This is an optimization exercise on Yosys and OpenROAD, whose aim is small area, a short achievable clock period and few clock cycles per item, not a production implementation. Only simulation tests tie the RTL to the original design; equivalence was not proved.

<file path="flow/run.sh">
#!/bin/bash
# synth_recipe.tcl (not shown) runs the flow's synth.tcl, then flattens the netlist and writes it again
# the make line also repeats each setting of config.mk as NAME=value (left out here)
make -C /OpenROAD-flow-scripts/flow DESIGN_CONFIG=/design/flow/config.mk WORK_HOME=/design/flow/orfs CLKGATE_MAP_FILE= SYNTH_SCRIPT=/design/flow/synth_recipe.tcl finish
</file>
<file path="flow/config.mk">
export PLATFORM = sky130hd
export DESIGN_NAME = ldpc_decoder
export DESIGN_NICKNAME = ldpc_decoder
export VERILOG_FILES = /design/flow/design.v
export SDC_FILE = /design/flow/constraint.sdc
export NUM_CORES = 4
export LEC_CHECK = 0
export ABC_AREA = 1
export CAP_MARGIN = 20
export CORE_MARGIN = 2
export CORE_UTILIZATION = 40
export CTS_BUF_LIST = sky130_fd_sc_hd__clkbuf_8
export CTS_CLUSTER_SIZE = 30
export SLEW_MARGIN = 20
</file>
<file path="flow/constraint.sdc">
create_clock -name core_clock -period 14.0 [get_ports {clk}]
set_input_delay 2.8000 -clock core_clock [delete_from_list [all_inputs] [get_ports {clk}]]
set_output_delay 2.8000 -clock core_clock [all_outputs]
set_load 0.01 [all_outputs]
</file>
<file path="flow/design.v">
package ldpc_pkg;
    localparam int Z     = 4;
    localparam int BR    = 2;
    localparam int BC    = 4;
    localparam int N_VAR = BC * Z;
    localparam int N_CHK = BR * Z;
    localparam int N_EDGE = N_CHK * BC;    
    localparam int LLR_W   = 5;
    localparam int MSG_MAX = 15;
    localparam int SUM_W   = 8;
    localparam int CIDX_W  = $clog2(BC);
    localparam logic [2*BR*BC-1:0] SHIFT = 16'b01_11_00_10_11_10_01_00;
    function automatic int shift_of(int row, int col);
        shift_of = 0;
        shift_of[1:0] = SHIFT[(row * BC + col) * 2 +: 2];
    endfunction
    localparam int MAX_ITER = 8;
    localparam int ITER_W   = 4;
    localparam int IN_CREDITS  = 2;
    localparam int OUT_CREDITS = 2;
    localparam int Q_PTR_W     = $clog2(IN_CREDITS);
    localparam int Q_CNT_W     = $clog2(IN_CREDITS + 1);
    localparam int OCR_W       = $clog2(OUT_CREDITS + 1);
    function automatic int var_of(int chk, int col);
        var_of = col * Z + ((chk % Z) + shift_of(chk / Z, col)) % Z;
    endfunction
    function automatic int edge_of(int vidx, int row);
        int col;
        int t;
        col = vidx / Z;
        t = vidx % Z;
        edge_of = (row * Z + (t - shift_of(row, col) + Z) % Z) * BC + col;
    endfunction
endpackage
`timescale 1ns/1ps
module cnu (
    input  logic [3:0]  sgn_in,
    input  logic [15:0] mag_in,
    output logic [3:0] min1,
    output logic [3:0] min2,
    output logic [1:0] min_idx
);
    logic [3:0] m [4];
    logic bt [4][4];           
    logic [3:0] first, second;
    always_comb begin
        for (int i = 0; i < 4; i++) m[i] = mag_in[4*i +: 4];
        for (int i = 0; i < 4; i++)
            for (int j = i + 1; j < 4; j++) begin
                bt[i][j] = !(m[j] < m[i]);    
                bt[j][i] = !bt[i][j];
            end
        for (int i = 0; i < 4; i++) begin
            logic [2:0] w;
            int k;
            k = 0;
            w = '0;
            for (int j = 0; j < 4; j++)
                if (j != i) begin
                    w[k] = bt[i][j];
                    k++;
                end
            first[i]  = &w;
            second[i] = (w[0] & w[1] & ~w[2]) | (w[0] & ~w[1] & w[2]) | (~w[0] & w[1] & w[2]);
        end
        min1 = '0;
        min2 = '0;
        for (int i = 0; i < 4; i++) begin
            min1 = min1 | (m[i] & {4{first[i]}});
            min2 = min2 | (m[i] & {4{second[i]}});
        end
        min_idx = {first[2] | first[3], first[1] | first[3]};
    end
endmodule
`timescale 1ns/1ps
module cnu_bank (
    input  logic clk,
    input  logic clear,       
    input  logic [ldpc_pkg::N_EDGE-1:0]   v2c_sgn,    
    input  logic [ldpc_pkg::N_EDGE*4-1:0] v2c_mag,
    output logic [ldpc_pkg::N_EDGE-1:0]   c2v_sgn,    
    output logic [ldpc_pkg::N_EDGE*4-1:0] c2v_mag
);
    localparam int NC = ldpc_pkg::N_CHK;
    localparam int BC = ldpc_pkg::BC;
    logic [3:0] m1_q [NC];
    logic [3:0] m2_q [NC];
    logic [1:0] ix_q [NC];
    logic [BC-1:0] sg_q [NC];
    for (genvar c = 0; c < NC; c++) begin : g_chk
        logic [3:0] m1, m2;
        logic [1:0] ix;
        cnu u_cnu (
            .sgn_in  (v2c_sgn[c*BC +: BC]),
            .mag_in  (v2c_mag[c*BC*4 +: BC*4]),
            .min1    (m1),
            .min2    (m2),
            .min_idx (ix)
        );
        always_ff @(posedge clk) begin
            m1_q[c] <= clear ? 4'd0 : m1;
            m2_q[c] <= clear ? 4'd0 : m2;
            ix_q[c] <= ix;
            sg_q[c] <= {BC{^v2c_sgn[c*BC +: BC]}} ^ v2c_sgn[c*BC +: BC];    
        end
        for (genvar j = 0; j < BC; j++) begin : g_col
            assign c2v_mag[(c*BC+j)*4 +: 4] = (ix_q[c] == 2'(j)) ? m2_q[c] : m1_q[c];
            assign c2v_sgn[c*BC+j] = sg_q[c][j];
        end
    end
endmodule
`timescale 1ns/1ps
module vnu (
    input  logic signed [4:0] llr,
    input  logic       s0, input logic [3:0] m0,
    input  logic       s1, input logic [3:0] m1,
    output logic       vs0, output logic [3:0] vm0,
    output logic       vs1, output logic [3:0] vm1,
    output logic       dec
);
    function automatic logic [5:0] add5(logic [4:0] a, logic [4:0] b, logic cin);
        logic c;
        c = cin;
        for (int i = 0; i < 5; i++) begin
            add5[i] = a[i] ^ b[i] ^ c;
            c = (a[i] & b[i]) | (c & (a[i] ^ b[i]));
        end
        add5[5] = a[4] ^ b[4] ^ c;
    endfunction
    function automatic logic sgn65(logic [5:0] a, logic [4:0] b, logic cin);
        logic c;
        logic [5:0] bb;
        bb = {b[4], b};
        c = cin;
        for (int i = 0; i < 6; i++)
            c = (a[i] & bb[i]) | (c & (a[i] ^ bb[i]));
        sgn65 = a[5] ^ bb[5] ^ c;    
    endfunction
    function automatic logic [4:0] satmag(logic [5:0] e);
        logic n;
        logic [5:0] t;
        logic [3:0] inc;
        logic sat;
        n = e[5];
        t = e ^ {6{n}};
        inc = t[3:0] + 4'(n);
        sat = t[4] | (t[3:0] == 4'd15) | (n & (t[3:0] == 4'd14));
        satmag = {n, sat ? 4'd15 : inc};
    endfunction
    logic [4:0] b0, b1;
    logic [5:0] e0, e1;
    assign b0 = {s0, m0 ^ {4{s0}}};
    assign b1 = {s1, m1 ^ {4{s1}}};
    assign e0 = add5(llr, b1, s1);
    assign e1 = add5(llr, b0, s0);
    assign dec = sgn65(e0, b0, s0);
    assign {vs0, vm0} = satmag(e0);
    assign {vs1, vm1} = satmag(e1);
endmodule
`timescale 1ns/1ps
module vnu_bank (
    input  logic [ldpc_pkg::N_VAR*ldpc_pkg::LLR_W-1:0] chan_llr,
    input  logic [ldpc_pkg::N_EDGE-1:0]   c2v_sgn,    
    input  logic [ldpc_pkg::N_EDGE*4-1:0] c2v_mag,
    output logic [ldpc_pkg::N_EDGE-1:0]   v2c_sgn,    
    output logic [ldpc_pkg::N_EDGE*4-1:0] v2c_mag,
    output logic [ldpc_pkg::N_VAR-1:0] dec
);
    for (genvar v = 0; v < ldpc_pkg::N_VAR; v++) begin : g_var
        localparam int E0 = ldpc_pkg::edge_of(v, 0);
        localparam int E1 = ldpc_pkg::edge_of(v, 1);
        vnu u_vnu (
            .llr (chan_llr[v*ldpc_pkg::LLR_W +: ldpc_pkg::LLR_W]),
            .s0  (c2v_sgn[E0]),
            .m0  (c2v_mag[E0*4 +: 4]),
            .s1  (c2v_sgn[E1]),
            .m1  (c2v_mag[E1*4 +: 4]),
            .vs0 (v2c_sgn[E0]),
            .vm0 (v2c_mag[E0*4 +: 4]),
            .vs1 (v2c_sgn[E1]),
            .vm1 (v2c_mag[E1*4 +: 4]),
            .dec (dec[v])
        );
    end
endmodule
`timescale 1ns/1ps
module syndrome_check (
    input  logic [ldpc_pkg::N_VAR-1:0] dec,
    output logic syn_zero
);
    logic [ldpc_pkg::N_CHK-1:0] parity;
    for (genvar c = 0; c < ldpc_pkg::N_CHK; c++) begin : g_chk
        logic [ldpc_pkg::BC-1:0] bits;
        for (genvar j = 0; j < ldpc_pkg::BC; j++) begin : g_col
            assign bits[j] = dec[ldpc_pkg::var_of(c, j)];
        end
        assign parity[c] = ^bits;
    end
    assign syn_zero = ~|parity;    
endmodule
`timescale 1ns/1ps
module ldpc_decoder (
    input  logic clk,
    input  logic rst,
    input  logic in_valid,
    input  logic [ldpc_pkg::N_VAR*ldpc_pkg::LLR_W-1:0] in_llr,
    output logic in_credit,
    output logic out_valid,
    output logic [ldpc_pkg::N_VAR-1:0] out_bits,
    output logic [ldpc_pkg::ITER_W-1:0] out_iters,
    output logic out_ok,
    input  logic out_credit
);
    localparam int FW = ldpc_pkg::N_VAR * ldpc_pkg::LLR_W;
    logic [FW-1:0] slot0, slot1;
    logic v0, v1;
    logic [ldpc_pkg::ITER_W-1:0] iter;
    logic full;                        
    logic [ldpc_pkg::OCR_W-1:0] out_cnt;
    logic [ldpc_pkg::N_EDGE-1:0]   v2c_sgn, c2v_sgn;
    logic [ldpc_pkg::N_EDGE*4-1:0] v2c_mag, c2v_mag;
    logic [ldpc_pkg::N_VAR-1:0] dec;
    logic syn_zero;
    logic done, pop, restart;
    assign done      = v0 && (syn_zero || iter[3]);    
    assign out_valid = full && (out_cnt != '0);
    assign pop       = done && (!full || out_valid);
    assign restart   = done || !v0;    
    always_ff @(posedge clk) begin
        if (pop || !v0)
            slot0 <= v1 ? slot1 : in_llr;
        if (in_valid)
            slot1 <= in_llr;
    end
    always_ff @(posedge clk or posedge rst) begin
        if (rst) begin
            v0        <= 1'b0;
            v1        <= 1'b0;
            iter      <= '0;
            full      <= 1'b0;
            out_cnt   <= ldpc_pkg::OCR_W'(ldpc_pkg::OUT_CREDITS);
            in_credit <= 1'b0;
        end else begin
            if (pop) begin
                v0 <= v1 || in_valid;
                v1 <= v1 && in_valid;
            end else begin
                v0 <= v0 || in_valid;
                v1 <= v1 || (v0 && in_valid);
            end
            iter      <= restart ? '0 : iter + 1'b1;
            in_credit <= pop;
            out_cnt   <= out_cnt - ldpc_pkg::OCR_W'(out_valid) + ldpc_pkg::OCR_W'(out_credit);
            if (pop)
                full <= 1'b1;
            else if (out_valid)
                full <= 1'b0;
        end
    end
    always_ff @(posedge clk) begin
        if (pop) begin
            out_bits  <= dec;
            out_iters <= iter;
            out_ok    <= syn_zero;
        end
    end
    cnu_bank u_cnu_bank (
        .clk     (clk),
        .clear   (restart),
        .v2c_sgn (v2c_sgn),
        .v2c_mag (v2c_mag),
        .c2v_sgn (c2v_sgn),
        .c2v_mag (c2v_mag)
    );
    vnu_bank u_vnu_bank (
        .chan_llr (slot0),
        .c2v_sgn  (c2v_sgn),
        .c2v_mag  (c2v_mag),
        .v2c_sgn  (v2c_sgn),
        .v2c_mag  (v2c_mag),
        .dec      (dec)
    );
    syndrome_check u_syndrome_check (
        .dec      (dec),
        .syn_zero (syn_zero)
    );
endmodule
</file>
==> results.toml, run 1 <==
[cells_and_area]
mostFrequentLayoutCells = "1088 x nand2_1, 636 x inv_1, 272 x nor2_1"
final_cell_count_no_fill = 4994
final_core_util = 0.4494
multi_input_area_um2 = 17920
layout_overhead_on_the_synthesized_area_pct = 11.62
sequential_cell_area_um2 = 7933
final_cell_area_excluding_filler_cells_um2 = 32010
total_of_fill_cells_in_the_finished_design = 7190
design.final.nets = 4442
layout_commonest_cell = "nand2_1"
fraction_of_final_layout_cells_sized_beyond_drive_strength_1 = 0.05565

[placement]
dpl.cell_count = 4886
dp_worst_setup_slack_ns = 7.980
dp.final_hpwl_mm = 61.42
io_buffer_count = 106
post_dp_cell_area_um2 = 30710
place_congestion = 0.9555

[cts]
clock_tree.htree_level_count = 2
numCtsBuffers = 57
cts.clk_slew.worst_paths_ns = 0.06
worstSkewPairLatency_ns = 0.67
tritoncts_clock_tree = "built"
numClockSinks = 303
cts_hold_repair.buffers = 0
post_cts_resized = 0
cts_setup_buffers = 0
cts_root_buf = "clkbuf_8"
ctsLongestPathBuffers = 3

[worst_setup_path]
critPathMaxStageDelay_ns = 0.77
timing.critical_path.cells = "nand2_1 > o21ai_0 > xor2_1 > fa_1 > fa_1 > fa_1 > inv_1 > fa_1 > inv_1 > ha_1 > inv_1 > nor3_1 > a21oi_1 > nand2_1 > nand2_1 > nand2_1 > nand2_1 > nand3_1 > nor2_1 > nand2_2 > nand2_1 > nand3_2 > nand2_4 > buf_4"
regToRegStartpoint = "u_cnu_bank.ix_q[7][1]$_DFF_P_"
cp_max_fo = 62
timing.critical_path.from_type = "flip-flop"
crit_top_cell = "nand2_1"
critPathSlowestCell = "buf_4"
cp.arrival_ns = 6.25
worstSetupPathType = "reg2reg"
element_type_at_the_critical_path_end = "flip-flop"
cp.required_ns = 14.27
critical_path.startpoint = "u_cnu_bank.ix_q[7][1]$_DFF_P_"

[global_routing]
grt_antenna_before_repair = 2
aggregate_global_routing_overflow = 0
grt_usage = 0.2080
first_pass_grt_wire_length_mm = 123.6
groute.layer.met2.usage = 0.3371
first_global_vias = 23486
grt_start_max_net_pins = 83
grt_most_used_layer = "met2"
globalRouteMet1Util = 0.2877
met3_usage = 0.02477

[route]
avgViaCountPerCell = 4.871
routed-via-count = 24327
antenna_left = 0
detailedRoute.firstPassIterationCount = 6
drt_first_iter_violations = 1580
route.final.wire_length_mm = 77.05
drcViolationCount = 0
wl_per_cell_um = 15.43

[timing]
post-route-worst-setup-slack_ns = 8.011
tightestPinTransition_ns = 1.044
layout_worst_path_cycle_share = 0.4278
maxSlewViolCount = 0
maxClockFrequency_mhz = 167.0
grt_setup_unrepaired = "no"
fin_crit_ns = 5.989
setup_viol_count_final = 0
fin_hold_ws_ns = 0.4652
totalNegativeSetupSlack_ns = 0
relSlewSlack = 0.3038
final_hold_viol_count = 0
clock_skew_ns = 0.04346

[synth]
ys_warn_count = 10
yosysUniqueCellTypes = 57
ys_top_cells_by_area = "edfxtp_1 19%, nand2_1 14%, ha_1 10%, fa_1 8.9%, inv_1 8.2%"
sequential_to_total_area_share_from_yosys_stat = 0.2764
postSynthAreaPerCell_um2 = 7.392
syn_area_um2 = 28680
synth_top_area_cell = "edfxtp_1"
syn-num-nets = 4327
synth_enable_flop_cells = 181
synth.ff_latch_count = 303
async_flop_share = 0.03300
synth_ff_type = "edfxtp_1"
synth_top_area_share = 0.1895
post_synth_inst_count = 3880

[hold_path]
timing.hold.worst.start = "iter[3]$_DFF_PP0_"
classification_of_the_worst_slack_hold_path = "reg2reg"

[floorplanning]
fp.dieArea_um2 = 73860
num_rows = 98
ios = 107
floorplan.core_area_um2 = 71240
floorplan.initialDensity = 0.4026
die-width_um = 271.8
dieHeight_um = 271.8

[run]
drv.max_cap_violation_count = 0

[status]
run_status = "no timing/DRC/antenna violations"
==> flip-flops by register name, summed over array words and instances, names as in the netlist <==
register,count
out_iters,4
u_cnu_bank.sg_q,32
u_cnu_bank.ix_q,16
v1,1
out_cnt,2
u_cnu_bank.m1_q,32
in_credit,1
out_ok,1
full,1
u_cnu_bank.m2_q,32
slot1,80
slot0,80
v0,1
iter,4
out_bits,16
==> synthesized netlist by cell type (all sizes together), types with 11 or more instances <==
cell type	count
buf	37
edfxtp	181
nor3	29
and2	11
o22ai	25
ha	235
fa	128
nand3	211
or2	20
inv	671
a21oi	92
dfxtp	112
nor2	286
xnor2	52
o21ai	247
o211ai	14
xor2	259
a31oi	33
nand4	47
clkinv	11
clkbuf	19
a21o	12
nand2	1104
==> cell families (layout without fill, tap and decap cells) <==
kind of cell / count (synthesis) / count (layout) / share of synthesized area
xor gates and xnor gates: 311 / 311 / 0.09549
adders and majority gates: 363 / 363 / 0.1919
DFF: 303 / 303 / 0.2764
AOI/OAI and AO/OA: 448 / 448 / 0.08974
other: 0 / 1 / 0
buffers and inverters: 738 / 901 / 0.09894
and+or+nand+nor: 1717 / 1717 / 0.2475
==> worst paths after layout <==
check,endpoint,slack [ns],cells after the start
worst min register to register,out_iters[3]$_DFFE_PP_,0.47,0
min in group asynchronous,in_credit$_DFF_PP0_,2.45,2
max in group asynchronous,out_cnt[1]$_DFF_PP1_,11.20,2
worst max register to register,slot0[14]$_DFFE_PP_,8.01,24
worst max-delay path,slot0[14]$_DFFE_PP_,8.01,24
worst min-delay path,out_iters[3]$_DFFE_PP_,0.47,0
==> critical path, delay by kind of cell, from the launching register on <==
| family | cells | cell delay, ns |
|---|---|---|
| AO/OA/AOI/OAI | 2 | 0.62 |
| flip-flops | 1 | 0.44 |
| adder cells (fa/ha/maj) | 5 | 1.89 |
| buffers and inverters | 4 | 1.07 |
| AND/OR/NAND/NOR | 12 | 1.33 |
| XOR/XNOR | 1 | 0.15 |
==> routing by layer <==
layer  share of wire  vias up
met4           0.030        0
met1            0.48    11092
met5               0        -
met2            0.45      551
li1                -    12550
met3           0.045      134
==> final cells by class <==
class | count | area share
clock buffers | 67 | 0.02880
inverters | 682 | 0.08000
clock inverters | 40 | 0.01188
multi-input cells | 2839 | 0.5598
diodes | 1 | 0.00007817
flip-flops and latches | 303 | 0.2478
repair buffers | 112 | 0.03447
well taps | 950 | 0.03713
Testbench counts, summed over its fixed seeds: cycles 3,199, items 1,200.
==> inputs of run 2 (changes only) <==
--- a/flow/config.mk
+++ b/flow/config.mk
@@ -6,9 +6,9 @@
 export NUM_CORES = 4
 export LEC_CHECK = 0
 export ABC_AREA = 1
-export CAP_MARGIN = 20
+export CAP_MARGIN = 0
 export CORE_MARGIN = 2
 export CORE_UTILIZATION = 40
 export CTS_BUF_LIST = sky130_fd_sc_hd__clkbuf_8
 export CTS_CLUSTER_SIZE = 30
-export SLEW_MARGIN = 20
+export SLEW_MARGIN = 0
==> results.toml, run 2 <==
[placement]
dp_worst_setup_slack_ns = 7.980
dp.final_hpwl_mm = 61.42
place_congestion = 0.9555
io_buffer_count = 106

[floorplanning]
die-width_um = 271.8
ios = 107
floorplan.core_area_um2 = 71240
floorplan.initialDensity = 0.4026
num_rows = 98
dieHeight_um = 271.8
fp.dieArea_um2 = 73860

[cts]
cts_setup_buffers = 0
numCtsBuffers = 57
worstSkewPairLatency_ns = 0.67
post_cts_resized = 0
tritoncts_clock_tree = "built"
ctsLongestPathBuffers = 3
clock_tree.htree_level_count = 2
cts_hold_repair.buffers = 0
cts.clk_slew.worst_paths_ns = 0.06
numClockSinks = 303
cts_root_buf = "clkbuf_8"

[route]
antenna_left = 0
avgViaCountPerCell = 4.871
wl_per_cell_um = 15.43
drt_first_iter_violations = 1580
drcViolationCount = 0
detailedRoute.firstPassIterationCount = 6
routed-via-count = 24327
route.final.wire_length_mm = 77.05

[worst_setup_path]
setup_slack_on_the_worst_flop_to_flop_path_ns = 8.01
rr_endpoint = "slot0[14]$_DFFE_PP_"
cp_num_buf_inv = 4
worstSetupPathType = "reg2reg"
timing.critical_path.cells = "nand2_1 > o21ai_0 > xor2_1 > fa_1 > fa_1 > fa_1 > inv_1 > fa_1 > inv_1 > ha_1 > inv_1 > nor3_1 > a21oi_1 > nand2_1 > nand2_1 > nand2_1 > nand2_1 > nand3_1 > nor2_1 > nand2_2 > nand2_1 > nand3_2 > nand2_4 > buf_4"
crit_top_cell = "nand2_1"
critical_path.top_delay_family = "adder cells"
critPathSlowestCell = "buf_4"
cp.required_ns = 14.27
cp.arrival_ns = 6.25
critPathMaxStageDelay_ns = 0.77
worst_r2r_path_depth = 24
element_type_at_the_critical_path_end = "flip-flop"
cp_max_fo = 62
timing.critical_path.from_type = "flip-flop"
regToRegStartpoint = "u_cnu_bank.ix_q[7][1]$_DFF_P_"

[synth]
ys_warn_count = 10
yosysUniqueCellTypes = 57
post_synth_inst_count = 3880
synth_top_area_share = 0.1895
syn_area_um2 = 28680
postSynthAreaPerCell_um2 = 7.392
ys_top_cells_by_area = "edfxtp_1 19%, nand2_1 14%, ha_1 10%, fa_1 8.9%, inv_1 8.2%"
sequential_to_total_area_share_from_yosys_stat = 0.2764
async_flop_share = 0.03300
synth_top_area_cell = "edfxtp_1"
syn-num-nets = 4327
synth_enable_flop_cells = 181
synth_top_cells_by_count = "1089 x nand2_1, 625 x inv_1, 272 x nor2_1, 257 x xor2_1, 235 x ha_1"
synth.ff_latch_count = 303
synth_ff_type = "edfxtp_1"
synth.most_common_cell = "nand2_1"

[timing]
clock_skew_ns = 0.04346
fin_crit_ns = 5.989
relSlewSlack = 0.3038
totalNegativeSetupSlack_ns = 0
grt_setup_unrepaired = "no"
maxSlewViolCount = 0
post-route-worst-setup-slack_ns = 8.011
final_hold_viol_count = 0
tightestPinTransition_ns = 1.044
setup_viol_count_final = 0
layout_worst_path_cycle_share = 0.4278
maxClockFrequency_mhz = 167.0

[cells_and_area]
mostFrequentLayoutCells = "1088 x nand2_1, 636 x inv_1, 272 x nor2_1"
design.final.nets = 4442
fraction_of_final_layout_cells_sized_beyond_drive_strength_1 = 0.05565
layout_commonest_cell = "nand2_1"
reg_top3 = "slot0: 80 flops, slot1: 80 flops"
final_core_util = 0.4494
layout_overhead_on_the_synthesized_area_pct = 11.62

[global_routing]
aggregate_global_routing_overflow = 0
grt_start_max_net_pins = 83
first_pass_grt_wire_length_mm = 123.6
grt_antenna_before_repair = 2
first_global_vias = 23486
grt_usage = 0.2080

[run]
drv.max_cap_violation_count = 0

[hold_path]
timing.hold.worst.start = "iter[3]$_DFF_PP0_"
classification_of_the_worst_slack_hold_path = "reg2reg"
min_to = "out_iters[3]$_DFFE_PP_"
min_path_cells = 0

[status]
run_status = "no timing/DRC/antenna violations"
## run 2: cell counts in the layout (fill, tap and decap cells not counted)
No cell type changed its count.
## run 2: per-stage QoR
| stage | std cells | area [um^2] | hold WS (ns) |
|---|---|---|---|
| final | 4994 | 32010 | 0.4652 |
| after global routing | 4994 | 32010 | 0.4830 |
| after CTS | 4993 | 32010 | 0.4661 |
| after detailed placement | 4886 | 30710 | 0.4460 |
| after global placement | 4886 | 30710 | 0.4310 |
| after floorplan | 3880 | 28680 | 0.4249 |
## run 2: cell type report
class / count / area [um^2]
clock inverter: 40 / 380.4
tap: 950 / 1189
timing repair buffer: 112 / 1104
inverter: 682 / 2561
fill: 7190 / 39230
multi-input combinational: 2839 / 17920
clock buffer: 67 / 922.1
sequential: 303 / 7933
antenna: 1 / 2.502
## run 2: worst max-delay path by stage
stage	cells past startpoint	start	slack, ns	endpoint
2_1_floorplan	29	u_cnu_bank.ix_q[5][1]$_DFF_P_	7.99	slot0[0]$_DFFE_PP_
3_3_place_gp	29	u_cnu_bank.ix_q[5][0]$_DFF_P_	8.08	slot0[16]$_DFFE_PP_
3_5_place_dp	24	u_cnu_bank.ix_q[7][1]$_DFF_P_	7.98	slot0[16]$_DFFE_PP_
4_1_cts	24	u_cnu_bank.ix_q[7][1]$_DFF_P_	7.96	slot0[17]$_DFFE_PP_
5_1_grt	29	u_cnu_bank.ix_q[6][0]$_DFF_P_	7.42	slot0[14]$_DFFE_PP_
6_report	24	u_cnu_bank.ix_q[7][1]$_DFF_P_	8.01	slot0[14]$_DFFE_PP_
## run 2: cell families (layout without fill, tap and decap cells)
kind of cell    Yosys count  in the layout  share of synthesized area
buf+inv                 738            901                    0.09894
flops                   303            303                     0.2764
other cells               0              1                          0
fa+ha+maj               363            363                     0.1919
xor+xnor                311            311                    0.09549
compound gates          448            448                    0.08974
simple gates           1717           1717                     0.2475
## run 2: layer usage
metal / global-route usage / routed length [um] / up-vias / share of wire
met5: 0 / 0 / - / 0
met1: 0.2877 / 36830 / 11092 / 0.48
met4: 0.06883 / 2317 / 0 / 0.030
met2: 0.3371 / 34430 / 551 / 0.45
li1: - / - / 12550 / -
met3: 0.02477 / 3474 / 134 / 0.045
==> inputs of run 3 (changes only) <==
--- a/flow/config.mk
+++ b/flow/config.mk
@@ -6,9 +6,10 @@
 export NUM_CORES = 4
 export LEC_CHECK = 0
 export ABC_AREA = 1
-export CAP_MARGIN = 0
+export CAP_MARGIN = 20
 export CORE_MARGIN = 2
-export CORE_UTILIZATION = 40
+export CORE_UTILIZATION = 50
 export CTS_BUF_LIST = sky130_fd_sc_hd__clkbuf_8
 export CTS_CLUSTER_SIZE = 30
-export SLEW_MARGIN = 0
+export PLACE_DENSITY_LB_ADDON = 0.2
+export SLEW_MARGIN = 20
==> results.toml, run 3 <==
[floorplanning]
dieHeight_um = 243.5
die-width_um = 243.5
ios = 107
floorplan.core_area_um2 = 56600
floorplan.initialDensity = 0.5067
fp.dieArea_um2 = 59290
num_rows = 87

[synth]
synth_xor_area_frac = 0.09549
synth_top_area_cell = "edfxtp_1"
postSynthAreaPerCell_um2 = 7.392
ys_warn_count = 10
synth.most_common_cell = "nand2_1"
async_flop_share = 0.03300
sequential_to_total_area_share_from_yosys_stat = 0.2764
syn-num-nets = 4327
synth_enable_flop_cells = 181
syn_area_um2 = 28680
post_synth_inst_count = 3880
synth.ff_latch_count = 303
synth_top_area_share = 0.1895
synth_ff_type = "edfxtp_1"
ys_top_cells_by_area = "edfxtp_1 19%, nand2_1 14%, ha_1 10%, fa_1 8.9%, inv_1 8.2%"
synth_compound_area_frac = 0.08974
synth.area.mux_share = 0
yosysUniqueCellTypes = 57
synth-adder-area-share = 0.1919
synth_top_cells_by_count = "1089 x nand2_1, 625 x inv_1, 272 x nor2_1, 257 x xor2_1, 235 x ha_1"
largest_family_of_logic_cells_by_synthesized_area = "simple AND/OR/NAND/NOR gates"
post_synth_and_or_nand_nor_area_fraction = 0.2475

[worst_setup_path]
worstSetupPathType = "reg2reg"
worst_r2r_path_depth = 25
element_type_at_the_critical_path_end = "flip-flop"
timing.critical_path.from_type = "flip-flop"
cp.required_ns = 14.26
cp_max_fo = 42
cp.arrival_ns = 6.22

[cells_and_area]
layout_commonest_cell = "nand2_1"
total_of_fill_cells_in_the_finished_design = 5486
mostFrequentLayoutCells = "1088 x nand2_1, 643 x inv_1, 272 x nor2_1"
layout_overhead_on_the_synthesized_area_pct = 10.34
n_antenna_cell = 0
fraction_of_final_layout_cells_sized_beyond_drive_strength_1 = 0.05300
final_cell_area_excluding_filler_cells_um2 = 31650
reg_top3 = "slot0: 80 flops, slot1: 80 flops"
design.final.nets = 4440

[route]
antenna_left = 0
routed-via-count = 24381
drt_first_iter_violations = 2030
route.final.wire_length_mm = 74.13
detailedRoute.firstPassIterationCount = 6
wl_per_cell_um = 15.46
avgViaCountPerCell = 5.086
drcViolationCount = 0

[cts]
clock_tree.htree_level_count = 2
ctsLongestPathBuffers = 3
cts_hold_repair.buffers = 0
numClockSinks = 303
numCtsBuffers = 54
worstSkewPairLatency_ns = 0.66
cts.clk_slew.worst_paths_ns = 0.07
cts_setup_buffers = 0
tritoncts_clock_tree = "built"
cts_root_buf = "clkbuf_8"
post_cts_resized = 0

[timing]
fin_crit_ns = 5.960
maxClockFrequency_mhz = 167.8
tightestPinTransition_ns = 0.9618
totalNegativeSetupSlack_ns = 0
grt_setup_unrepaired = "no"
layout_worst_path_cycle_share = 0.4257
final_hold_viol_count = 0
clock_skew_ns = 0.03630
maxSlewViolCount = 0
relSlewSlack = 0.3588
setup_viol_count_final = 0

[global_routing]
grt_start_max_net_pins = 66
first_global_vias = 23400
grt_usage = 0.2509
met3_usage = 0.02930
groute.layer.met2.usage = 0.4105
grt_antenna_before_repair = 0
grt_most_used_layer = "met2"
aggregate_global_routing_overflow = 0
globalRouteMet1Util = 0.3530
first_pass_grt_wire_length_mm = 120.3

[run]
drv.max_cap_violation_count = 0

[status]
run_status = "no timing/DRC/antenna violations"

[placement]
post_dp_cell_area_um2 = 30460
place_congestion = 0.9680
io_buffer_count = 106
dp.final_hpwl_mm = 59.16

[hold_path]
classification_of_the_worst_slack_hold_path = "reg2reg"
min_path_cells = 2
==> run 3: cell counts after synthesis <==
No cell type changed its count.
==> run 3: path summary, 6_finish.rpt <==
| path | startpoint | endpoint | slack (ns) |
|---|---|---|---|
| min in group asynchronous | rst | full$_DFFE_PP0P_ | 2.46 |
| max reg2reg | u_cnu_bank.ix_q[7][1]$_DFF_P_ | slot0[0]$_DFFE_PP_ | 8.04 |
| max | u_cnu_bank.ix_q[7][1]$_DFF_P_ | slot0[0]$_DFFE_PP_ | 8.04 |
| min | slot1[77]$_DFFE_PP_ | slot0[77]$_DFFE_PP_ | 0.51 |
| max in group asynchronous | rst | v1$_DFF_PP0_ | 11.18 |
| min reg2reg | slot1[77]$_DFFE_PP_ | slot0[77]$_DFFE_PP_ | 0.51 |
==> run 3: critical path: stages, from the launching register on <==
cell     delay, ns
dfxtp_1       0.45
nand2_1       0.20
o21ai_0       0.28
xor2_1        0.14
fa_1          0.44
fa_1          0.39
fa_1          0.37
inv_1         0.08
fa_1          0.40
inv_1         0.16
ha_1          0.31
inv_1         0.04
nor3_1        0.19
nand2_1       0.08
nand2_1       0.12
nand2_1       0.09
nand2_1       0.07
nand2_1       0.05
nand2_1       0.07
nand2_1       0.05
nor2_1        0.11
nand2_2       0.10
nand2_1       0.09
nand3_2       0.14
nand2_4       0.50
buf_4         0.61
==> run 3: metal layers <==
| metal | share of wire | up-vias |
|---|---|---|
| met5 | 0 | - |
| met3 | 0.054 | 121 |
| li1 | - | 12546 |
| met4 | 0.023 | 0 |
| met1 | 0.47 | 11057 |
| met2 | 0.45 | 657 |
==> run 3: area by class of cell <==
cell class                      instances  area (um^2)  share of cell area
Clock buffer                           63        867.1             0.02740
Clock inverter                         38        289.0            0.009133
Inverter                              682         2560             0.08089
Multi-Input combinational cell       2839        17920              0.5663
Sequential cell                       303         7933              0.2507
Tap cell                              756        945.9             0.02989
Timing Repair Buffer                  113         1131             0.03574
==> run 3: metrics by stage <==
stage               utilization  std cells  setup slack (ns)  hold WS, ns
global route             0.5591       4794             7.443       0.5192
finish                   0.5591       4794             8.040       0.5135
detailed placement       0.5382       4692             8.039       0.4861
CTS                      0.5586       4793             8.019       0.5063
floorplan                     -       3880             7.992       0.4249
global placement         0.5382       4692             8.163       0.4902
==> run 3: kinds of logic after synthesis <==
| group | Yosys count |
|---|---|
| AND/OR/NAND/NOR | 1717 |
| XOR/XNOR | 311 |
| buffers and inverters | 738 |
| adder cells (fa/ha/maj) | 363 |
| AO/OA/AOI/OAI | 448 |
| flip-flops | 303 |
==> inputs of run 4 (changes only) <==
==> flow/flow/run.sh (new file) <==
#!/bin/bash
# Standard layout, with repair_timing asked to leave extra setup slack
# (timing-driven sizing/buffering of the iteration loop). The clock period
# and constraints are the standard flow's own; only the repair effort changes.
export SETUP_SLACK_MARGIN=8.75
bash standard.sh > standard.log 2>&1
==> flow/standard.sh (new file) <==
#!/bin/bash
# synth_recipe.tcl (not shown) runs the flow's synth.tcl, then flattens the netlist and writes it again
# the make line also repeats each setting of config.mk as NAME=value (left out here)
make -C /OpenROAD-flow-scripts/flow DESIGN_CONFIG=/design/flow/config.mk WORK_HOME=/design/flow/orfs CLKGATE_MAP_FILE= SYNTH_SCRIPT=/design/flow/synth_recipe.tcl "${@:-finish}"
removed: flow/run.sh
==> results.toml, run 4 <==
[synth]
synth.ff_latch_count = 303
synth.most_common_cell = "nand2_1"
post_synth_inst_count = 3880
syn_area_um2 = 28680
ys_warn_count = 10
postSynthAreaPerCell_um2 = 7.392
synth_enable_flop_cells = 181
synth_top_cells_by_count = "1089 x nand2_1, 625 x inv_1, 272 x nor2_1, 257 x xor2_1, 235 x ha_1"
syn-num-nets = 4327
ys_top_cells_by_area = "edfxtp_1 19%, nand2_1 14%, ha_1 10%, fa_1 8.9%, inv_1 8.2%"
sequential_to_total_area_share_from_yosys_stat = 0.2764
async_flop_share = 0.03300
synth_top_area_cell = "edfxtp_1"
yosysUniqueCellTypes = 57
synth_ff_type = "edfxtp_1"
synth_top_area_share = 0.1895

[timing]
final_hold_viol_count = 0
post-route-worst-setup-slack_ns = 8.947
setup_viol_count_final = 0
layout_worst_path_cycle_share = 0.3609
maxSlewViolCount = 0
totalNegativeSetupSlack_ns = 0
clock_skew_ns = 0.03542
relSlewSlack = 0.3851
grt_setup_unrepaired = "yes"
fin_crit_ns = 5.053
maxClockFrequency_mhz = 197.9
tightestPinTransition_ns = 0.9224

[route]
route.final.wire_length_mm = 79.17
wl_per_cell_um = 16.13
routed-via-count = 25438
antenna_left = 0
drt_first_iter_violations = 2016
drcViolationCount = 0
avgViaCountPerCell = 5.183
detailedRoute.firstPassIterationCount = 6

[cts]
numCtsBuffers = 56
worstSkewPairLatency_ns = 0.67
clock_tree.htree_level_count = 2
numClockSinks = 303
cts_hold_repair.buffers = 0
cts.clk_slew.worst_paths_ns = 0.07
ctsLongestPathBuffers = 3
cts_root_buf = "clkbuf_8"
tritoncts_clock_tree = "built"

[global_routing]
aggregate_global_routing_overflow = 0
grt_antenna_before_repair = 1
grt_usage = 0.2567
first_pass_grt_wire_length_mm = 122.6
first_global_vias = 23654
grt_start_max_net_pins = 64

[floorplanning]
die-width_um = 243.5
fp.dieArea_um2 = 59290
dieHeight_um = 243.5
floorplan.core_area_um2 = 56600
floorplan.initialDensity = 0.5067
ios = 107
num_rows = 87

[status]
run_status = "no timing/DRC/antenna violations"

[cells_and_area]
design.final.nets = 4553
layout_overhead_on_the_synthesized_area_pct = 18.71
fraction_of_final_layout_cells_sized_beyond_drive_strength_1 = 0.1433
layout_commonest_cell = "nand2_1"
mostFrequentLayoutCells = "1031 x nand2_1, 624 x inv_1, 248 x xor2_1"
reg_top3 = "slot0: 80 flops, slot1: 80 flops"

[worst_setup_path]
worst_r2r_path_depth = 28
critPathMaxStageDelay_ns = 0.41
critical_path.endpoint = "u_cnu_bank.m2_q[5][1]$_SDFF_PN0_"
cp.required_ns = 14.54
worstSetupPathType = "reg2reg"
crit_top_cell = "inv_1"
element_type_at_the_critical_path_end = "flip-flop"
rr_endpoint = "u_cnu_bank.m2_q[5][1]$_SDFF_PN0_"
critical_path.startpoint = "u_cnu_bank.ix_q[2][0]$_DFF_P_"
cp.arrival_ns = 5.60
regToRegStartpoint = "u_cnu_bank.ix_q[2][0]$_DFF_P_"
cp_max_fo = 8
timing.critical_path.from_type = "flip-flop"
critPathSlowestCell = "fa_1"
setup_slack_on_the_worst_flop_to_flop_path_ns = 8.95

[placement]
place_congestion = 0.9451
io_buffer_count = 106
dp_worst_setup_slack_ns = 7.967
dp.final_hpwl_mm = 59.79

[hold_path]
classification_of_the_worst_slack_hold_path = "reg2reg"

[run]
drv.max_cap_violation_count = 0
## run 4: cell counts after synthesis
Identical to the previous run, type by type.
## run 4: cell families after synthesis
kind of cell | share of synthesized area
buffers and inverters | 0.09894
xor gates and xnor gates | 0.09549
and+or+nand+nor | 0.2475
AOI/OAI and AO/OA | 0.08974
DFF | 0.2764
adders and majority gates | 0.1919
## run 4: area by class of cell
cell class | count | area (um^2)
Timing Repair inverter | 1 | 7.507
Sequential cell | 303 | 7984
Multi-Input combinational cell | 2841 | 19350
Clock inverter | 43 | 322.8
Timing Repair Buffer | 221 | 2041
Inverter | 682 | 2564
Fill cell | 5205 | 22560
Tap cell | 756 | 945.9
Antenna cell | 1 | 2.502
Clock buffer | 60 | 825.8
## run 4: what timing repair did
action,CTS,global route
pin swaps,9,75
endpoints found under the setup margin,158,183
gates cloned,3,2
gates resized for setup,111,300
setup buffers,11,97
## run 4: worst min path at each step
stage	start	end	slack, ns	cells after the start
2_1_floorplan	iter[3]$_DFF_PP0_	out_iters[3]$_DFFE_PP_	0.42	0
3_3_place_gp	iter[0]$_DFF_PP0_	iter[0]$_DFF_PP0_	0.49	1
3_5_place_dp	iter[1]$_DFF_PP0_	out_iters[1]$_DFFE_PP_	0.49	0
4_1_cts	iter[0]$_DFF_PP0_	iter[0]$_DFF_PP0_	0.51	1
5_1_grt	slot1[30]$_DFFE_PP_	slot0[30]$_DFFE_PP_	0.53	2
6_report	iter[1]$_DFF_PP0_	out_iters[1]$_DFFE_PP_	0.51	0
## run 4: through the flow
step	utilization	hold WS, ns	std cells	cell area, um^2
global route	0.6015	0.5282	4908	34050
CTS	0.5672	0.5139	4808	32110
finish	0.6015	0.5128	4908	34050
global placement	0.5381	0.4890	4691	30460
detailed placement	0.5381	0.4888	4691	30460
floorplan	-	0.4249	3880	28680
## run 4: worst max-delay path, delay by kind of cell (launching register included)
| family | cells | cell delay [ns] |
|---|---|---|
| adders and majority gates | 6 | 1.81 |
| and+or+nand+nor | 11 | 1.27 |
| AOI/OAI and AO/OA | 6 | 1.04 |
| DFF | 1 | 0.40 |
| buffers and inverters | 5 | 0.40 |
## run 4: per-layer routing
layer / GRT usage / routed length [um]
met1: 0.3564 / 35890
met2: 0.4166 / 36430
met3: 0.03095 / 4551
met5: 0 / 0
met4: 0.08393 / 2303
==> inputs of run 5 (changes only) <==
==> flow/flow/run.sh (replaced) <==
#!/bin/bash
# Standard layout, with repair_timing asked to leave extra setup slack
# (timing-driven sizing/buffering of the iteration loop). The clock period
# and constraints are the standard flow's own; only the repair effort changes.
export SETUP_SLACK_MARGIN=9.5
bash standard.sh > standard.log 2>&1
--- a/flow/config.mk
+++ b/flow/config.mk
@@ -8,8 +8,7 @@
 export ABC_AREA = 1
 export CAP_MARGIN = 20
 export CORE_MARGIN = 2
-export CORE_UTILIZATION = 50
+export CORE_UTILIZATION = 40
 export CTS_BUF_LIST = sky130_fd_sc_hd__clkbuf_8
 export CTS_CLUSTER_SIZE = 30
-export PLACE_DENSITY_LB_ADDON = 0.2
 export SLEW_MARGIN = 20
==> results.toml, run 5 <==
[global_routing]
grt_antenna_before_repair = 6
grt_usage = 0.2422
first_global_vias = 26907
globalRouteMet1Util = 0.3203
met3_usage = 0.03043
groute.layer.met2.usage = 0.4062
aggregate_global_routing_overflow = 0
grt_most_used_layer = "met2"
first_pass_grt_wire_length_mm = 142.9
grt_start_max_net_pins = 47

[synth]
ys_warn_count = 10
async_flop_share = 0.03300
syn-num-nets = 4327
synth_top_cells_by_count = "1089 x nand2_1, 625 x inv_1, 272 x nor2_1, 257 x xor2_1, 235 x ha_1"
yosysUniqueCellTypes = 57
synth.most_common_cell = "nand2_1"
postSynthAreaPerCell_um2 = 7.392
synth_enable_flop_cells = 181
synth_top_area_share = 0.1895
syn_area_um2 = 28680
post_synth_inst_count = 3880
synth_ff_type = "edfxtp_1"
ys_top_cells_by_area = "edfxtp_1 19%, nand2_1 14%, ha_1 10%, fa_1 8.9%, inv_1 8.2%"
synth_top_area_cell = "edfxtp_1"
synth.ff_latch_count = 303
sequential_to_total_area_share_from_yosys_stat = 0.2764

[status]
run_status = "no timing/DRC/antenna violations"

[route]
route.final.wire_length_mm = 99.61
detailedRoute.firstPassIterationCount = 8
drcViolationCount = 0
drt_first_iter_violations = 2039
antenna_left = 0
avgViaCountPerCell = 5.164
wl_per_cell_um = 18.09
routed-via-count = 28442

[cells_and_area]
reg_top3 = "slot0: 80 flops, slot1: 80 flops"
layout_commonest_cell = "nand2_1"
fraction_of_final_layout_cells_sized_beyond_drive_strength_1 = 0.4164
layout_overhead_on_the_synthesized_area_pct = 50.97
n_antenna_cell = 0
design.final.nets = 4955
mostFrequentLayoutCells = "841 x nand2_1, 469 x inv_1, 337 x buf_4"

[worst_setup_path]
critPathMaxStageDelay_ns = 0.43
timing.critical_path.from_type = "flip-flop"
cp_max_fo = 6
cp.arrival_ns = 5.55
crit_top_cell = "fa_2"
cp.required_ns = 14.59
worstSetupPathType = "reg2reg"
critPathSlowestCell = "fa_2"
element_type_at_the_critical_path_end = "flip-flop"

[cts]
cts_root_buf = "clkbuf_8"
numClockSinks = 303
worstSkewPairLatency_ns = 0.73
ctsLongestPathBuffers = 3
clock_tree.htree_level_count = 2
cts.clk_slew.worst_paths_ns = 0.06
tritoncts_clock_tree = "built"
cts_hold_repair.buffers = 0
numCtsBuffers = 58

[placement]
dp.final_hpwl_mm = 61.12
place_congestion = 0.9472
dp_worst_setup_slack_ns = 8.489
io_buffer_count = 106

[timing]
grt_setup_unrepaired = "yes"
maxSlewViolCount = 0
layout_worst_path_cycle_share = 0.3547
post-route-worst-setup-slack_ns = 9.034
fin_crit_ns = 4.966
final_hold_viol_count = 0
maxClockFrequency_mhz = 201.4
relSlewSlack = 0.5380
clock_skew_ns = 0.06499
setup_viol_count_final = 0
tightestPinTransition_ns = 0.6907
fin_hold_ws_ns = 0.4560
totalNegativeSetupSlack_ns = 0

[floorplanning]
num_rows = 98
floorplan.initialDensity = 0.4026
fp.dieArea_um2 = 73860
ios = 107
dieHeight_um = 271.8
die-width_um = 271.8
floorplan.core_area_um2 = 71240

[run]
drv.max_cap_violation_count = 0

[hold_path]
classification_of_the_worst_slack_hold_path = "reg2reg"
run 5: final timing paths:
| path | from | end | slack, ns | cells past startpoint |
|---|---|---|---|---|
| min in group asynchronous | rst | iter[2]$_DFF_PP0_ | 2.37 | 2 |
| setup / recovery | u_cnu_bank.ix_q[3][1]$_DFF_P_ | u_cnu_bank.m2_q[6][0]$_SDFF_PN0_ | 9.03 | 28 |
| hold / removal | iter[3]$_DFF_PP0_ | out_iters[3]$_DFFE_PP_ | 0.46 | 0 |
| max in group asynchronous | rst | out_cnt[1]$_DFF_PP1_ | 11.27 | 2 |
| hold reg to reg | iter[3]$_DFF_PP0_ | out_iters[3]$_DFFE_PP_ | 0.46 | 0 |
| setup reg to reg | u_cnu_bank.ix_q[3][1]$_DFF_P_ | u_cnu_bank.m2_q[6][0]$_SDFF_PN0_ | 9.03 | 28 |
run 5: layer usage:
metal	part of all wire	routed length [um]
met5	0.00012	12
met4	0.045	4479
met3	0.061	6047
met2	0.48	48130
met1	0.41	40940
run 5: cell type report:
cell class / count / area, um^2
Multi-Input combinational cell: 2859 / 24350
Sequential cell: 303 / 8009
Clock inverter: 43 / 377.9
Timing Repair inverter: 1 / 7.507
Fill cell: 5730 / 27940
Inverter: 682 / 2718
Timing Repair Buffer: 603 / 5725
Tap cell: 950 / 1189
Clock buffer: 67 / 922.1
run 5: critical path: cells and delay by family (launching register included):
family | cells | cell delay (ns)
flops | 1 | 0.38
compound gates | 4 | 0.69
simple gates | 11 | 1.36
fa+ha+maj | 6 | 1.74
buf+inv | 7 | 0.68
run 5: logic make-up after synthesis:
family          synth area share
xor+xnor                 0.09549
fa+ha+maj                 0.1919
buf+inv                  0.09894
compound gates           0.08974
flops                     0.2764
simple gates              0.2475
run 5: what timing repair did:
action | CTS | global route
cloned | 20 | 9
gates resized for setup | 955 | 783
setup endpoints to repair | 205 | 191
pin swaps | 311 | 400
buffers inserted | 306 | 178
run 5: stage by stage:
stage,utilization,cell area [um^2],std cells
after floorplan,-,29130,3880
after global placement,0.4363,31080,4884
final,0.6078,43300,5508
after CTS,0.5410,38540,5320
after global routing,0.6078,43300,5508
after detailed placement,0.4363,31080,4884
==> inputs of run 6 (changes only) <==
==> flow/flow/run.sh (replaced) <==
#!/bin/bash
# Standard layout, with repair_timing asked to leave extra setup slack
# (timing-driven sizing/buffering of the iteration loop). The clock period
# and constraints are the standard flow's own; only the repair effort changes.
export SETUP_SLACK_MARGIN=9.0
bash standard.sh > standard.log 2>&1
==> results.toml, run 6 <==
[status]
run_status = "no timing/DRC/antenna violations"

[hold_path]
min_path_cells = 0
min_to = "out_iters[1]$_DFFE_PP_"
classification_of_the_worst_slack_hold_path = "reg2reg"
timing.hold.worst.start = "iter[1]$_DFF_PP0_"

[synth]
synth_ff_type = "edfxtp_1"
synth_top_area_cell = "edfxtp_1"
postSynthAreaPerCell_um2 = 7.392
sequential_to_total_area_share_from_yosys_stat = 0.2764
post_synth_inst_count = 3880
synth.ff_latch_count = 303
synth_enable_flop_cells = 181
syn-num-nets = 4327
yosysUniqueCellTypes = 57
synth_top_area_share = 0.1895
syn_area_um2 = 28680
async_flop_share = 0.03300
ys_top_cells_by_area = "edfxtp_1 19%, nand2_1 14%, ha_1 10%, fa_1 8.9%, inv_1 8.2%"
synth_top_cells_by_count = "1089 x nand2_1, 625 x inv_1, 272 x nor2_1, 257 x xor2_1, 235 x ha_1"
ys_warn_count = 10
synth.most_common_cell = "nand2_1"

[cells_and_area]
layout_overhead_on_the_synthesized_area_pct = 28.73
design.final.nets = 4653
mostFrequentLayoutCells = "971 x nand2_1, 571 x inv_1, 227 x xor2_1"
reg_top3 = "slot0: 80 flops, slot1: 80 flops"
layout_commonest_cell = "nand2_1"
fraction_of_final_layout_cells_sized_beyond_drive_strength_1 = 0.2373

[timing]
final_hold_viol_count = 0
fin_hold_ws_ns = 0.4797
layout_worst_path_cycle_share = 0.3486
relSlewSlack = 0.3383
maxSlewViolCount = 0
clock_skew_ns = 0.04360
tightestPinTransition_ns = 0.9926
maxClockFrequency_mhz = 204.9
totalNegativeSetupSlack_ns = 0
fin_crit_ns = 4.881
grt_setup_unrepaired = "yes"
setup_viol_count_final = 0

[floorplanning]
dieHeight_um = 271.8
fp.dieArea_um2 = 73860
floorplan.initialDensity = 0.4026
die-width_um = 271.8
num_rows = 98
floorplan.core_area_um2 = 71240
ios = 107

[worst_setup_path]
critPathSlowestCell = "fa_2"
critPathMaxStageDelay_ns = 0.41
worstSetupPathType = "reg2reg"
setup_slack_on_the_worst_flop_to_flop_path_ns = 9.12
regToRegStartpoint = "u_cnu_bank.ix_q[1][0]$_DFF_P_"
rr_endpoint = "u_cnu_bank.m2_q[4][1]$_SDFF_PN0_"
element_type_at_the_critical_path_end = "flip-flop"
worst_r2r_path_depth = 32
cp_max_fo = 8
cp.arrival_ns = 5.43
timing.critical_path.from_type = "flip-flop"
cp.required_ns = 14.55

[cts]
cts_hold_repair.buffers = 0
clock_tree.htree_level_count = 2
tritoncts_clock_tree = "built"
cts.clk_slew.worst_paths_ns = 0.06
numClockSinks = 303
worstSkewPairLatency_ns = 0.70
numCtsBuffers = 58
cts_root_buf = "clkbuf_8"
ctsLongestPathBuffers = 3

[run]
drv.max_cap_violation_count = 0

[global_routing]
grt_start_max_net_pins = 65
first_global_vias = 24053
grt_antenna_before_repair = 1
aggregate_global_routing_overflow = 0
grt_usage = 0.2145
first_pass_grt_wire_length_mm = 126.9

[route]
avgViaCountPerCell = 4.991
routed-via-count = 25988
route.final.wire_length_mm = 85.49
drt_first_iter_violations = 1562
drcViolationCount = 0
wl_per_cell_um = 16.42
antenna_left = 0
detailedRoute.firstPassIterationCount = 5

[placement]
dp.final_hpwl_mm = 61.40
place_congestion = 0.9487
io_buffer_count = 106
run 6: cell count changes in the layout (fill, tap and decap cells not counted), moves of 41 or more:
| cell | delta |
|---|---|
| buf_4 | -146 |
| nand2_1 | +130 |
| buf_6 | -115 |
| inv_1 | +102 |
| nand2_2 | -92 |
| inv_2 | -70 |
| ha_1 | +56 |
| ha_4 | -54 |
| fa_1 | +45 |
| fa_2 | -45 |
| a21oi_1 | +44 |
| nor2_1 | +44 |
| o21ai_0 | +41 |
run 6: cell families after synthesis:
logic type               after synthesis  share of synthesized area
AND/OR/NAND/NOR                     1717                     0.2475
flip-flops                           303                     0.2764
XOR/XNOR                             311                    0.09549
AO/OA/AOI/OAI                        448                    0.08974
buffers and inverters                738                    0.09894
adder cells (fa/ha/maj)              363                     0.1919
run 6: layout make-up:
class                           count  area, um^2
Antenna cell                        1       2.502
Clock buffer                       71       977.2
Clock inverter                     39       385.4
Fill cell                        6752       34320
Inverter                          682        2590
Multi-Input combinational cell   2842       20900
Sequential cell                   303        7998
Tap cell                          950        1189
Timing Repair Buffer              319        2883
run 6: how the worst max path moves through the flow:
stage,startpoint,to
2_1_floorplan,u_cnu_bank.ix_q[5][1]$_DFF_P_,slot0[0]$_DFFE_PP_
3_3_place_gp,u_cnu_bank.ix_q[7][1]$_DFF_P_,slot0[73]$_DFFE_PP_
3_5_place_dp,u_cnu_bank.ix_q[7][1]$_DFF_P_,slot0[74]$_DFFE_PP_
4_1_cts,u_cnu_bank.ix_q[6][1]$_DFF_P_,u_cnu_bank.m2_q[1][3]$_SDFF_PN0_
5_1_grt,u_cnu_bank.ix_q[0][1]$_DFF_P_,u_cnu_bank.m2_q[6][0]$_SDFF_PN0_
6_report,u_cnu_bank.ix_q[1][0]$_DFF_P_,u_cnu_bank.m2_q[4][1]$_SDFF_PN0_
run 6: what timing repair did:
action                                  4_1_cts  5_1_grt
resized for setup                           217      642
hold endpoints to repair                      0        0
gates cloned                                  3        4
setup buffers                                51      152
pin swaps                                    33      227
endpoints found under the setup margin      187      187
run 6: per-stage QoR:
stage	instances	utilization	cell area, um^2	setup slack (ns)
4_1_cts	5050	0.4672	33290	8.969
6_report	5207	0.5183	36920	9.119
3_3_place_gp	4886	0.4310	30710	8.058
5_1_grt	5207	0.5183	36920	8.836
2_1_floorplan	3880	-	28690	9.165
3_5_place_dp	4886	0.4310	30710	7.996
run 6: layer usage:
metal / vias to the layer above / wire length [um] / track usage
li1: 12989 / - / -
met4: 0 / 2513 / 0.06536
met5: - / 0 / 0
met3: 170 / 3740 / 0.02353
met2: 604 / 39960 / 0.3501
met1: 12225 / 39270 / 0.2985
run 6: critical path, delay by kind of cell (launching register included):
kind | cells | cell delay (ns)
compound gates | 4 | 0.57
fa+ha+maj | 5 | 1.59
buf+inv | 8 | 0.59
flops | 1 | 0.39
simple gates | 15 | 1.58
==> inputs of run 7 (changes only) <==
==> flow/flow/run.sh (replaced) <==
#!/bin/bash
# Standard layout, with repair_timing asked to leave extra setup slack
# (timing-driven sizing/buffering of the iteration loop). The clock period
# and constraints are the standard flow's own; only the repair effort changes.
export SETUP_SLACK_MARGIN=8.0
bash standard.sh > standard.log 2>&1
==> results.toml, run 7 <==
[worst_setup_path]
worst_r2r_path_depth = 28
setup_slack_on_the_worst_flop_to_flop_path_ns = 8.41
rr_endpoint = "u_cnu_bank.m2_q[2][1]$_SDFF_PN0_"
worstSetupPathType = "reg2reg"
critical_path.endpoint = "u_cnu_bank.m2_q[2][1]$_SDFF_PN0_"
cp.required_ns = 14.63
cp_max_fo = 7
critical_path.startpoint = "u_cnu_bank.ix_q[5][0]$_DFF_P_"
element_type_at_the_critical_path_end = "flip-flop"
timing.critical_path.from_type = "flip-flop"
critPathSlowestCell = "dfxtp_1"
cp.arrival_ns = 6.22
regToRegStartpoint = "u_cnu_bank.ix_q[5][0]$_DFF_P_"
critPathMaxStageDelay_ns = 0.45

[global_routing]
grt_start_max_net_pins = 63
grt_usage = 0.2097
grt_antenna_before_repair = 1
aggregate_global_routing_overflow = 0
first_global_vias = 23373
first_pass_grt_wire_length_mm = 123.6

[floorplanning]
die-width_um = 271.8
fp.dieArea_um2 = 73860
floorplan.core_area_um2 = 71240
num_rows = 98
dieHeight_um = 271.8
ios = 107
floorplan.initialDensity = 0.4026

[cells_and_area]
final_core_util = 0.4511
reg_top3 = "slot0: 80 flops, slot1: 80 flops"
layout_commonest_cell = "nand2_1"
final_cell_area_excluding_filler_cells_um2 = 32140
fraction_of_final_layout_cells_sized_beyond_drive_strength_1 = 0.05984
layout_overhead_on_the_synthesized_area_pct = 12.04
mostFrequentLayoutCells = "1088 x nand2_1, 645 x inv_1, 266 x nor2_1"
design.final.nets = 4442

[timing]
setup_viol_count_final = 0
maxClockFrequency_mhz = 178.8
fin_hold_ws_ns = 0.4831
maxSlewViolCount = 0
final_hold_viol_count = 0
clock_skew_ns = 0.04289
post-route-worst-setup-slack_ns = 8.407
layout_worst_path_cycle_share = 0.3995
relSlewSlack = 0.4977
grt_setup_unrepaired = "yes"
fin_crit_ns = 5.593
totalNegativeSetupSlack_ns = 0
tightestPinTransition_ns = 0.7507

[placement]
io_buffer_count = 106
dp_worst_setup_slack_ns = 7.990
dp.final_hpwl_mm = 61.81
post_dp_cell_area_um2 = 30700
place_congestion = 0.9313

[cts]
clock_tree.htree_level_count = 2
cts_hold_repair.buffers = 0
ctsLongestPathBuffers = 3
cts_root_buf = "clkbuf_8"
numCtsBuffers = 57
cts.clk_slew.worst_paths_ns = 0.07
worstSkewPairLatency_ns = 0.69
cts_setup_buffers = 0
numClockSinks = 303
tritoncts_clock_tree = "built"

[route]
detailedRoute.firstPassIterationCount = 6
wl_per_cell_um = 15.62
avgViaCountPerCell = 4.896
drt_first_iter_violations = 1719
antenna_left = 0
drcViolationCount = 0
route.final.wire_length_mm = 78.04
routed-via-count = 24457

[synth]
synth_enable_flop_cells = 181
synth_top_cells_by_count = "1089 x nand2_1, 625 x inv_1, 272 x nor2_1, 257 x xor2_1, 235 x ha_1"
synth_ff_type = "edfxtp_1"
post_synth_inst_count = 3880
sequential_to_total_area_share_from_yosys_stat = 0.2764
ys_warn_count = 10
syn-num-nets = 4327
synth.most_common_cell = "nand2_1"
postSynthAreaPerCell_um2 = 7.392
yosysUniqueCellTypes = 57
async_flop_share = 0.03300
syn_area_um2 = 28680
synth_top_area_share = 0.1895
synth_top_area_cell = "edfxtp_1"
ys_top_cells_by_area = "edfxtp_1 19%, nand2_1 14%, ha_1 10%, fa_1 8.9%, inv_1 8.2%"
synth.ff_latch_count = 303

[status]
run_status = "no timing/DRC/antenna violations"

[hold_path]
classification_of_the_worst_slack_hold_path = "reg2reg"

[run]
drv.max_cap_violation_count = 0
## run 7: changes by cell type in the layout (fill, tap and decap cells not counted), sizes merged
| cell | change |
|---|---|
| nand3 | -1 |
| clkinv | -8 |
| nand2 | -1 |
| nor2 | -1 |
| buf | -205 |
| inv | +7 |
| bufinv | -3 |
## run 7: metal layers
layer  GRT usage  vias up  wire, um
li1            -    12559         -
met1      0.2843    11164     36230
met2      0.3408      597     34780
met3     0.03246      137      4493
met4     0.07042        0      2530
met5           0        -         0
## run 7: timing repair
item	4_1_cts	5_1_grt
hold endpoints to repair	0	0
pin swaps	0	1
resized for setup	1	36
setup endpoints to repair	45	141
cloned	0	1
## run 7: kinds of logic after synthesis
kind of cell             synth area share
adder cells (fa/ha/maj)            0.1919
XOR/XNOR                          0.09549
buffers and inverters             0.09894
flip-flops                         0.2764
AO/OA/AOI/OAI                     0.08974
AND/OR/NAND/NOR                    0.2475
## run 7: worst max-delay path: cells and delay by family, from the launching register on
kind                     cells  cell delay [ns]
AO/OA/AOI/OAI                6             1.16
buffers and inverters        6             0.57
flip-flops                   1             0.45
AND/OR/NAND/NOR             10             1.26
adder cells (fa/ha/maj)      6             2.13
## run 7: layout make-up
| cell class | count | area (um^2) |
|---|---|---|
| Antenna cell | 1 | 2.502 |
| Clock buffer | 73 | 1005 |
| Clock inverter | 35 | 286.5 |
| Fill cell | 7226 | 39110 |
| Inverter | 682 | 2565 |
| Multi-Input combinational cell | 2839 | 18010 |
| Sequential cell | 303 | 7933 |
| Tap cell | 950 | 1189 |
| Timing Repair Buffer | 112 | 1145 |
## run 7: stage by stage
step / std cells
after floorplan: 3880
after global placement: 4885
after detailed placement: 4885
after CTS: 4993
after global routing: 4995
final: 4995
## run 7: how the worst min path moves through the flow
stage,slack [ns],startpoint,to,depth (start not counted)
2_1_floorplan,0.42,iter[3]$_DFF_PP0_,out_iters[3]$_DFFE_PP_,0
6_report,0.48,iter[0]$_DFF_PP0_,iter[0]$_DFF_PP0_,1
3_3_place_gp,0.47,iter[1]$_DFF_PP0_,out_iters[1]$_DFFE_PP_,0
3_5_place_dp,0.47,iter[1]$_DFF_PP0_,out_iters[1]$_DFFE_PP_,0
5_1_grt,0.51,iter[0]$_DFF_PP0_,iter[0]$_DFF_PP0_,1
4_1_cts,0.49,iter[0]$_DFF_PP0_,iter[0]$_DFF_PP0_,1

## port drivers added, routing unchanged
Ports are ideal in the flow. The routed layouts listed here were re-timed in OpenROAD. Step 1 sets driving cells, clkbuf_16 on the clock port and buf_2 on the other inputs (assumed; they add their load-dependent delay and slew). Step 2, shift: input delay + t, output delay - t, t = (earliest + latest rising clock arrival at the registers) / 2. This alone moves slack from input paths to output paths. a / b / c = ideal / step 1 / step 2; a / b = the first two.
| run | t (ns) | setup WS [ns] | worst slew at a driven data input, ns |
|---|---|---|---|
| run 1 | 0.711 | 8.011 / 8.011 / 8.011 | 0.06 |
| run 2 | 0.711 | 8.011 / 8.011 / 8.011 | 0.06 |
| run 3 | 0.697 | 8.040 / 8.040 / 8.040 | 0.07 |
| run 4 | 0.714 | 8.947 / 8.947 / 8.947 | 0.07 |
| run 5 | 0.758 | 9.034 / 9.034 / 9.034 | 0.06 |
| run 6 | 0.732 | 9.119 / 9.119 / 9.119 | 0.06 |
| run 7 | 0.728 | 8.407 / 8.407 / 8.407 | 0.05 |
After both steps every run listed still meets setup and hold.
